This design comes from an exercise in tuning for small area on the open sky130 flow, not from production work.
No run shown here included a check of the RTL's function; only the layout flow was run.
No activity file was given, so power comes from the tool's default toggle rates.

==> flow/design.v, too long to show whole: its modules and the start of the top module <==
// module map_loader: 2323 lines
module map_loader #(
   parameter int LANES = 5,
   parameter int ROWS  = 100
) (
   input  logic        clk_i,
   input  logic        rst_n_i,
   input  logic        start_i,
   input  logic        in_valid_i,
   output logic        in_ready_o,
   input  logic [2:0]  in_cell_i,
   input  logic        in_last_i,
   output logic        busy_o,
   output logic        done_o,
   output logic        err_o,
   output logic        map_valid_o,
   output logic [10:0] len_o,
   input  logic [2:0]  rd_x_i,
   input  logic [6:0]  rd_y_i,
   output logic [2:0]  rd_state_o,
   output logic [11:0] rd_rgb_o
);
  // ...
==> flow/flow/run.sh <==
#!/bin/bash
# Own layout flow: the standard ORFS flow, with two changes.
#  1. Synthesis is the standard flow's own script (synth_recipe.tcl) unchanged, except that the final
#     technology mapping calls ABC with Yosys's default area-oriented mapping (&nf) instead of
#     ORFS's script, which maps for a 10 ps target and upsizes. Registers are mapped by
#     dfflibmap before ABC runs, so they are exactly the standard synthesis's.
#  2. Clock tree synthesis runs without dummy loads.
# Every tool's output goes to a log file in this work folder (and ORFS's own logs under orfs/).
set -euo pipefail
W=$(pwd)
export FLOW_SYNTH_TCL="$W/synth_recipe.tcl"
export CTS_ARGS="-sink_clustering_enable -repair_clock_nets -dont_use_dummy_load"

make -C "$FLOW_HOME" DESIGN_CONFIG="$W/config.mk" WORK_HOME="$W/orfs" CLKGATE_MAP_FILE= \
   SYNTH_SCRIPT="$W/flow/synth_area.tcl" synth > "$W/synth_make.log" 2>&1
bash "$W/standard.sh" finish > "$W/standard_make.log" 2>&1
test -s "$W/out/final.def"
==> flow/flow/synth_area.tcl <==
# synth_recipe.tcl with ABC's default liberty mapping script in place of ORFS's: drop -script and
# the -D delay target, keep the library, don't-use list and constraints.
proc abc {args} {
   set keep {}
   for {set i 0} {$i < [llength $args]} {incr i} {
      set a [lindex $args $i]
      if {$a eq "-script" || $a eq "-D"} { incr i; continue }
      lappend keep $a
   }
   yosys abc {*}$keep
}
source $::env(FLOW_SYNTH_TCL)
==> flow/standard.sh <==
#!/bin/bash
# synth_recipe.tcl (not shown) runs the flow's synth.tcl, then flattens the netlist and writes it again
# the make line also repeats each setting of config.mk as NAME=value (left out here)
make -C /OpenROAD-flow-scripts/flow DESIGN_CONFIG=/design/flow/config.mk WORK_HOME=/design/flow/orfs CLKGATE_MAP_FILE= SYNTH_SCRIPT=/design/flow/synth_recipe.tcl "${@:-finish}"
==> flow/config.mk <==
export PLATFORM = sky130hd
export DESIGN_NAME = map_loader
export DESIGN_NICKNAME = map_loader
export VERILOG_FILES = /design/flow/design.v
export SDC_FILE = /design/flow/constraint.sdc
export NUM_CORES = 4
export LEC_CHECK = 0
export CAP_MARGIN = 20
export CORE_MARGIN = 2
export CORE_UTILIZATION = 40
export SLEW_MARGIN = 20
==> flow/constraint.sdc <==
create_clock -name core_clock -period 10.0 [get_ports {clk_i}]
set_input_delay 2.0000 -clock core_clock [delete_from_list [all_inputs] [get_ports {clk_i}]]
set_output_delay 2.0000 -clock core_clock [all_outputs]
set_load 0.01 [all_outputs]
==> flow_summary.ini, run 1 <==
[finish]
design_area_um2 = 37000
area_growth_pct = 23.9
final_cell_mix = dfxtp_1, buf_4, nand4_1
nClkBuffers = 87

[global_route]
grt.met3_usage = 0.0694
grt_use_total = 0.322
grt.overflow.total = 0
gr-usage-met1 = 0.437

[clock_network]
clk_latency_ns = 0.67
cts_buffer_depth = 3
htreeDepth = 3
holdBufCountCts = 0

[worst_setup_path]
crit_cells = 34
cp_num_buf_inv = 10
worstPathRequired_ns = 10.57
critPathLaunch = rd_y_i[1]
rrSetupSlack_ns = 1.92
r2r_start = j_q[1]

[timing]
setup_slack_ns = 0.302

[synthesis]
synthArstFlopShare = 0
synth_area_leader_cell = dfxtp_1
yosys-top-cells-area = dfxtp_1, nand4_1, edfxtp_1
netlist_top_cells_count = dfxtp_1, nand4_1, clkbuf_1
synth_mux_area_frac = 0.0233
synthMostInstantiatedCell = dfxtp_1

[power_and_ir_drop]
clock_power_mw = 2.76
internal-power_mw = 5.73
fin_total_pwr_mw = 7.94

[floorplanning]
chipHeight_um = 277
core_area_um2 = 74200
tapCellCount = 969

[place]
port-buffer-count = 39

[run_status]
status = timing/DRC/antenna clean

[min_path]
whs_endpoint = ring_q[577]
==> run 2, diff against run 1 <==
--- a/flow/design.v
+++ b/flow/design.v
@@ -31,24 +31,32 @@
    logic [1:0]        rd_q;
    logic       illegal, final_cell;
    logic [1:0] cval;
    logic [7:0] acc_cur, acc_next;
    assign illegal    = in_cell_i > 3'd2;
    assign cval       = illegal ? 2'd0 : in_cell_i[1:0];
    assign final_cell = in_last_i || (x_q == 3'd4 && j_q == 3'd4 && s_q == 5'd19);
    assign acc_cur    = acc_q[j_q];
+   logic [7:0] addend;
    always_comb begin
-      case (x_q)
-         3'd0:    acc_next = 8'(cval);
-         3'd1:    acc_next = acc_cur + 8'(cval) * 8'd3;
-         3'd2:    acc_next = acc_cur + 8'(cval) * 8'd9;
-         3'd3:    acc_next = acc_cur + 8'(cval) * 8'd27;
-         default: acc_next = acc_cur + 8'(cval) * 8'd81;
+      case ({x_q, cval})
+         5'b000_01: addend = 8'd1;
+         5'b000_10: addend = 8'd2;
+         5'b001_01: addend = 8'd3;
+         5'b001_10: addend = 8'd6;
+         5'b010_01: addend = 8'd9;
+         5'b010_10: addend = 8'd18;
+         5'b011_01: addend = 8'd27;
+         5'b011_10: addend = 8'd54;
+         5'b100_01: addend = 8'd81;
+         5'b100_10: addend = 8'd162;
+         default:   addend = 8'd0;
       endcase
+      acc_next = ((x_q == 3'd0) ? 8'd0 : acc_cur) + addend;
    end
    always_ff @(posedge clk_i) begin
       if (!rst_n_i) begin
          busy_q <= 1'b0;
          done_q <= 1'b0;
          err_q  <= 1'b0;
          j_q    <= 3'd2;
          s_q    <= 5'd25;
==> flow/config.mk (replaced) <==
export PLATFORM = sky130hd
export DESIGN_NAME = map_loader
export DESIGN_NICKNAME = map_loader
export VERILOG_FILES = /design/flow/design.v
export SDC_FILE = /design/flow/constraint.sdc
export NUM_CORES = 4
export LEC_CHECK = 0
export CAP_MARGIN = 20
export CORE_MARGIN = 2
export CORE_UTILIZATION = 40
export GPL_TIMING_DRIVEN = 0
export SLEW_MARGIN = 20
==> run 2 against run 1 <==
Global-route usage down 1.4 points. Fmax is 0.10% lower. Non-clock buffer count shrank 301. Routed wire length fell by 7.0%. Die area decreased by 2.3%. Highest routed layer unchanged. Register-to-register slack worse by 0.89 ns. Synthesized cell count is 2.6% lower. Sequential power down 1%.
==> flow_summary.ini, run 2 <==
[finish]
drive_above_1_share = 0.138
regMostFlops = ring_q
reg.largest.list = ring_q (800), acc_q (40)
final_common_cell = dfxtp_1
final_cells = 3749
largest_reg_flops = 800
final_cell_mix = dfxtp_1, nand3_1, nand4_1
nNetsFinal = 2870
area_growth_pct = 16.0
fin_util = 0.470

[synthesis]
yosys_warnings = 1
synth_seq_area_share = 0.606
synth_mux_area_frac = 0.0231
netlist_instances = 2628
synth-simple-area-share = 0.168
yosys-top-cells-area = dfxtp_1, nand3_1, edfxtp_1
synth_compound_area_frac = 0.128
synth_top_family_by_area = simple AND/OR/NAND/NOR gates
netlist_top_cells_count = dfxtp_1, nand3_1, nand4_1
ys_types = 95
synth.avg_cell_area_um2 = 11.1
synthAdderAreaFrac = 0.0251
synth_xor_area_frac = 0.0168
synth_flop_cell = dfxtp_1
synth-edff-count = 43
synth_top_cell_area_share = 0.562
netlist_area_um2 = 29200
synth_area_leader_cell = dfxtp_1
ys_ff_latch = 861
synthArstFlopShare = 0
synthMostInstantiatedCell = dfxtp_1

[min_path]
hold_class = reg2reg
whs_endpoint = ring_q[145]
hp-start = ring_q[137]
hold_path_depth = 0

[worst_setup_path]
crit_fanout = 10
cp_num_buf_inv = 8
slowest_delay_ns = 0.66
critPathMostFrequentCell = ha_1
rr_endpoint = rd_q[1]
critPathSlowestCell = and2_1
reg2reg_depth = 28
end_kind = flop
crit_type = in2reg
start_kind = input port
worstPathRequired_ns = 10.55
rrSetupSlack_ns = 1.03
arrival_ns = 10.26
r2r_start = j_q[0]
cpLargestDelayFamily = simple AND/OR/NAND/NOR gates

[clock_network]
path_clk_slew_ns = 0.06
htreeDepth = 3
cts_buffer_depth = 3
clock-sinks = 861
holdBufCountCts = 0
cts_inserted_buffers = 86
cts_tree = yes
clk_latency_ns = 0.66
root_buffer = clkbuf_16

[timing]
post-route-period-util = 0.971
max_freq_mhz = 103
setup_slack_ns = 0.292
hold_viol = 0
fin_tns_setup_ns = 0
slew_headroom = 0.202
final.min_clock_period_ns = 9.71
drv_slew = 0
worstMarginPinSlew_ns = 1.19
setup-violations-final = 0
skew_ns = 0.0521

[drt]
wl_um = 118000
routedWlPerCell_um = 31.5
drc = 0
viasPerCell = 6.34
drtPass1Iterations = 9
postRouteAntennaNets = 0
drt-initial-drc-count = 3675
vias = 23800

[job]
maxCapViolCount = 0

[run_status]
status = timing/DRC/antenna clean

[global_route]
grt.overflow.total = 0
grt_pass1_vias = 22800
grt_use_total = 0.308
grt_pass1_wl_um = 166000
antenna_found_initial = 9
grt_max_degree = 16

[floorplanning]
core_area_um2 = 71900
fp.dieW_um = 274
rows = 98
dieArea_um2 = 75100
chipHeight_um = 274
initial_core_util = 0.406
io_pins = 49

[power_and_ir_drop]
leakage_nw = 13.1
power.density_nw_per_um2 = 230
vdd_drop_max_mv = 0.127

[place]
globalplace.congestion = 0.984
place_hpwl_um = 85900
dpl.cell_count = 3642
port-buffer-count = 38
place_ws_ns = -2.20
-- run 2: stage by stage --
step | power, mW | instance area (um2) | hold WS (ns)
after floorplan | 4.45 | 29200 | 0.323
after global placement | 4.90 | 30700 | 0.325
after detailed placement | 4.93 | 31000 | 0.332
after CTS | 7.68 | 33500 | 0.290
after global routing | 7.96 | 33800 | 0.304
final | 7.77 | 33800 | 0.296
-- run 2: power breakdown --
| part | internal, mW | total [mW] | leakage (nW) | switching, mW |
|---|---|---|---|---|
| Clock | 1.50 | 2.75 | 1.06 | 1.25 |
| Combinational | 0.356 | 1.18 | 5.04 | 0.821 |
| Sequential | 3.70 | 3.84 | 7.01 | 0.143 |
-- run 2: what timing repair did --
item	in CTS	in global routing
pin swaps	11	13
setup endpoints to repair	2	2
gates resized for setup	109	60
setup buffers	15	9
gates cloned	0	0
-- run 2: kinds of logic (layout without fill, tap and decap cells) --
kind of cell	Yosys count	count (layout)
muxes	57	57
AOI/OAI and AO/OA	495	495
xor gates and xnor gates	56	56
other	1	14
buffers and inverters	206	364
DFF	861	861
adders and majority gates	56	56
and+or+nand+nor	896	896
-- run 2: area by class of cell --
cell class	count	area, um2
antenna	5	12.5
buffer	148	828
clock buffer	86	2150
fill	6597	38100
inverter	50	195
multi-input combinational	1569	11000
sequential	861	17700
tap	950	1190
timing repair buffer	80	747
-- run 2: worst max path at each step --
stage	startpoint	end	slack, ns	cells after the start
final	rd_y_i[3]	rd_q[0]	0.29	39
after global placement	rd_y_i[3]	rd_q[0]	-3.36	38
after global routing	rd_y_i[3]	rd_q[0]	-0.07	36
after detailed placement	rd_y_i[3]	rd_q[0]	-2.20	38
after CTS	rd_y_i[3]	rd_q[0]	0.002	38
after floorplan	rd_y_i[3]	rd_q[0]	0.53	38
-- run 2: per-layer routing --
metal	GRT usage	wire [um]	vias to the layer above
met5	0.0116	234	-
met4	0.149	6430	10
met3	0.0832	13600	346
met2	0.456	50200	1604
met1	0.415	47800	11700
li1	-	-	10100

[separate check: timing with driven ports]
No port has a modelled driver above. Below, the same layouts with a new extraction and two added sets of constraints.
Step 1: set_driving_cell puts a clkbuf_16 on clk_i and a buf_2 on each other input, an assumption about the parent block.
Step 2 times the ports against the registers' clock, not the clock port: input delays grow and output delays shrink by t, the midpoint of the rising clock arrivals with the driver on.
Slacks: ideal / step 1 / step 2; pairs: ideal / step 1.
run	t, ns	slack for setup (ns)	hold WS [ns]	slew at the worst register clock pin (ns)	worst slew at a driven data input, ns
run 1	0.696	0.302 / 0.343 / -0.353	0.293 / 0.293 / 0.293	0.07 / 0.07	0.04
run 2	0.695	0.292 / 0.341 / -0.354	0.296 / 0.296 / 0.296	0.07 / 0.07	0.04
With both steps, setup timing fails in run 1 and run 2, where it was met with ideal ports. The setup slack of run 1, which loses most, moves by +0.041 ns with the drivers and by -0.655 ns with both steps.
